Context: an optimization exercise on an open-source flow, tuned for small area. The choices shown serve that exercise and are no tape-out recipe.
The RTL was checked by simulation tests, not by an equivalence proof against the original design.
No activity file was given, so power comes from the tool's default toggle rates. The flow treats the clock pin as an ideal source, which a real chip does not have.

## before
==> flow/design.v (excerpt) <==
module inst_buffer_top (
    input  logic         clock,
    input  logic         reset,
    input  logic         flush_i,
    input  logic [259:0] if_packet_i,
    input  logic [1:0]   if_valid_num_i,
    input  logic [1:0]   id_ready_num_i,
    output logic [3:0]   buffer_free_o,
    output logic [259:0] id_packet_o,
    output logic [1:0]   id_valid_num_o
);
Settings: LEC_CHECK=0, CAP_MARGIN=20, CORE_MARGIN=2, CORE_UTILIZATION=40, SLEW_MARGIN=20; clock period 6.0 ns.
run.sh (not shown) runs the stock make flow with config.mk's settings and CLKGATE_MAP_FILE= SYNTH_SCRIPT=/design/flow/synth_recipe.tcl, a recipe that flattens the netlist after the stock synthesis.
before completed every stage of the flow, and the final layout passed the timing, DRC and antenna checks.
The inputs of after differ from those of before as listed below.
Settings: setting CTS_BUF_LIST to sky130_fd_sc_hd__clkbuf_4 for the first time; setting ABC_AREA to 1 for the first time.
==> comparison <==
- Per the comparison of after with before, worst-case setup margin in the final layout now sits lower, minimum clock period up 600 ps, total power went up, count of placed standard cells in the final layout, fillers left out up 61%.
- First-pass GRT wire length on after is behind before.
- before → after: register-to-register slack has increased; mapped cell area rose by 0.0016 sq mm.

---

Another version of the RTL of inst_buffer_top (not shown whole).
For scale: ~530 I/O pins, about 41,000 sq um of cells after synthesis.
==> flow/config.mk <==
export PLATFORM = sky130hd
export DESIGN_NAME = inst_buffer_top
export DESIGN_NICKNAME = inst_buffer_top
export VERILOG_FILES = /design/flow/design.v
export SDC_FILE = /design/flow/constraint.sdc
export NUM_CORES = 4
export LEC_CHECK = 0
export CAP_MARGIN = 20
export CORE_MARGIN = 2
export CORE_UTILIZATION = 70
export SLEW_MARGIN = 20
==> flow/constraint.sdc <==
create_clock -name core_clock -period 6.0 [get_ports {clock}]
set_input_delay 1.2000 -clock core_clock [delete_from_list [all_inputs] [get_ports {clock}]]
set_output_delay 1.2000 -clock core_clock [all_outputs]
set_load 0.01 [all_outputs]
standard.sh (not shown) runs the stock make flow with config.mk's settings and CLKGATE_MAP_FILE= SYNTH_SCRIPT=/design/flow/synth_recipe.tcl, a recipe that flattens the netlist after the stock synthesis.
==> flow/flow/run.sh <==
#!/bin/bash
# Standard layout (the standard.sh, including its synthesis script),
# with these changes:
#  - ABC maps the logic with flow/abc_map.script, ORFS's speed script
#    without its buffering and sizing passes (the 6 ns clock leaves plenty
#    of slack); ORFS's scripts are copied to ./scripts with only that file
#    replaced, and SCRIPTS_DIR points there;
#  - the port buffers are made from the smallest buffer cell, buf_1;
#  - placement-time buffering (timing-driven global placement and
#    repair_design) may not use the large buffers and inverters listed in
#    small_buffers.tcl, so fanout trees are built from buf_2/buf_4;
#  - clock tree synthesis clusters up to 30 sinks per leaf buffer and
#    inserts no dummy loads.
set -e
here=$(pwd)
rm -rf scripts
cp -r "$FLOW_HOME/scripts" scripts
cp flow/abc_map.script scripts/abc_speed.script
export SCRIPTS_DIR=$here/scripts
export BUFFER_PORTS_ARGS="-buffer_cell sky130_fd_sc_hd__buf_1"
export PRE_GLOBAL_PLACE_TCL=$here/flow/small_buffers.tcl
export PRE_RESIZE_TCL=$here/flow/small_buffers.tcl
export CTS_ARGS="-sink_clustering_enable -repair_clock_nets -dont_use_dummy_load -sink_clustering_size 30 -sink_clustering_max_diameter 100"
bash standard.sh > standard.log 2>&1
==> flow/flow/abc_map.script <==
&get -n
&st
&syn2
&dch
&nf
&put
==> flow/flow/small_buffers.tcl <==
set_dont_use {sky130_fd_sc_hd__buf_6 sky130_fd_sc_hd__buf_8 sky130_fd_sc_hd__buf_12 sky130_fd_sc_hd__buf_16 sky130_fd_sc_hd__bufbuf_8 sky130_fd_sc_hd__bufbuf_16 sky130_fd_sc_hd__clkbuf_8 sky130_fd_sc_hd__clkbuf_16 sky130_fd_sc_hd__bufinv_8 sky130_fd_sc_hd__bufinv_16 sky130_fd_sc_hd__inv_8 sky130_fd_sc_hd__inv_12 sky130_fd_sc_hd__inv_16 sky130_fd_sc_hd__clkinv_8 sky130_fd_sc_hd__clkinv_16 sky130_fd_sc_hd__clkdlybuf4s*}
The first run finished with timing, DRC and antenna clean.
==> next run, changes <==
==> flow/flow/run.sh (replaced) <==
#!/bin/bash
# Standard layout (the standard.sh), with these changes:
#  - the port buffers are made from the smallest buffer cell, buf_1;
#  - placement-time buffering (timing-driven global placement and
#    repair_design) may not use the large buffers and inverters listed in
#    small_buffers.tcl, so fanout trees are built from buf_2/buf_4;
#  - clock tree synthesis clusters up to 30 sinks per leaf buffer and
#    inserts no dummy loads.
here=$(pwd)
export BUFFER_PORTS_ARGS="-buffer_cell sky130_fd_sc_hd__buf_1"
export PRE_GLOBAL_PLACE_TCL=$here/flow/small_buffers.tcl
export PRE_RESIZE_TCL=$here/flow/small_buffers.tcl
export CTS_ARGS="-sink_clustering_enable -repair_clock_nets -dont_use_dummy_load -sink_clustering_size 30 -sink_clustering_max_diameter 100"
bash standard.sh > standard.log 2>&1
removed: flow/flow/abc_map.script
Clock power is about the same.
Sequential power is about the same.
Final area rises by 1.6%.
Clock-buffer cell count does not change.
Power increases by 2.9%.
Routed wire length climbs by 9.7%.
Die area goes up by 3.9%.
Sequential share of layout area is lower by 1.0 points.
Worst setup slack gets better by 0.091 ns.
Synthesized cell count rose by 14%.
==> next run, changes <==
==> flow/flow/run.sh (replaced) <==
#!/bin/bash
# Standard layout (the standard.sh), with two changes:
#  - the port buffers are made from the smallest buffer cell, buf_1;
#  - clock tree synthesis clusters up to 25 sinks per leaf buffer and
#    inserts no dummy loads.
export BUFFER_PORTS_ARGS="-buffer_cell sky130_fd_sc_hd__buf_1"
export CTS_ARGS="-sink_clustering_enable -repair_clock_nets -dont_use_dummy_load -sink_clustering_size 25 -sink_clustering_max_diameter 100"
bash standard.sh > standard.log 2>&1
Settings changed: CORE_UTILIZATION 70 to 80.
removed: flow/flow/small_buffers.tcl
Outcome: The changed run passed the timing, DRC and antenna checks; non-clock buffer count is lower by 48; via count is higher by 4.7%; cell area stays flat.
==> next run, changes <==
==> flow/flow/run.sh (replaced) <==
#!/bin/bash
# Standard layout (the standard.sh), with two changes:
#  - the port buffers are made from the smallest buffer cell, buf_1;
#  - clock tree synthesis clusters up to 25 sinks per leaf buffer and
#    inserts no dummy loads.
export BUFFER_PORTS_ARGS="-buffer_cell sky130_fd_sc_hd__buf_1"
export CTS_ARGS="-sink_clustering_enable -repair_clock_nets -dont_use_dummy_load -sink_clustering_size 30 -sink_clustering_max_diameter 100"
bash standard.sh > standard.log 2>&1
Settings changed: CORE_UTILIZATION 80 to 70.
Global-route usage went down by 7.5 points.
Worst setup slack gains 0.29 ns.
Combinational power went down by about 2.6%.
First-iteration DRC count went down by 16%.
Total power went down by about 2.3%.
Utilization went down by 10 points.
Worst hold slack loses 0.027 ns.
Via count went down by about 5%.
Clock-buffer cell count went down by 7.
Cell area hardly moves.
==> next run, changes <==
==> flow/flow/run.sh (replaced) <==
#!/bin/bash
# Standard layout (the standard.sh), with two changes:
#  - the port buffers are made from the smallest buffer cell, buf_1;
#  - clock tree synthesis clusters up to 25 sinks per leaf buffer and
#    inserts no dummy loads.
export BUFFER_PORTS_ARGS="-buffer_cell sky130_fd_sc_hd__buf_1"
export CTS_ARGS="-sink_clustering_enable -repair_clock_nets -dont_use_dummy_load -sink_clustering_size 25 -sink_clustering_max_diameter 100"
bash standard.sh > standard.log 2>&1
After rerunning: Cell count is about the same; core utilization increases by 0.24 points; hold slack gets worse by 0.0093 ns; global-route usage barely changes; combinational power hardly moves; sequential power is about the same; total power came out higher by about 1.2%; count of clock-buffer cells in the layout is higher by 7.

-- static timing again, ports no longer ideal --
In the flow no input, the clock included, has a driving cell. The finished layouts below were timed again as built, in two steps. Step 1 (the two cells are an assumption about what drives the block):
set clk [get_ports {clock}]
set_driving_cell -lib_cell sky130_fd_sc_hd__clkbuf_16 $clk
set_driving_cell -lib_cell sky130_fd_sc_hd__buf_2 [delete_from_list [all_inputs] $clk]
Step 2 times the ports against the registers' clock, not the clock port: input delays grow and output delays shrink by t, the midpoint of the rising clock arrivals with the driver on. a / b / c = ideal / step 1 / step 2; a / b = the first two.
run | t, ns | slack for setup (ns) | worst setup path at the end | worst data-port slew with drivers (ns) | pins driven straight from the clock port
before | 0.746 | 0.879 / 0.809 / 1.368 | input to register | 0.12 | 1
after | 1.176 | 0.276 / 0.210 / 1.386 | register to output | 0.09 | 1
the first run of note 2 | 0.675 | 1.152 / 1.087 / 1.362 | input to register | 0.12 | 1
the second run of note 2 | 0.675 | 1.244 / 1.173 / 1.366 | input to register | 0.15 | 1
the third run of note 2 | 0.685 | 1.060 / 0.992 / 1.294 | input to register | 0.17 | 1
the fourth run of note 2 | 0.675 | 1.354 / 1.288 / 1.399 | input to register | 0.14 | 1
the fifth run of note 2 | 0.680 | 1.356 / 1.291 / 1.408 | input to register | 0.13 | 1
After both steps setup and hold are still met in every run listed.
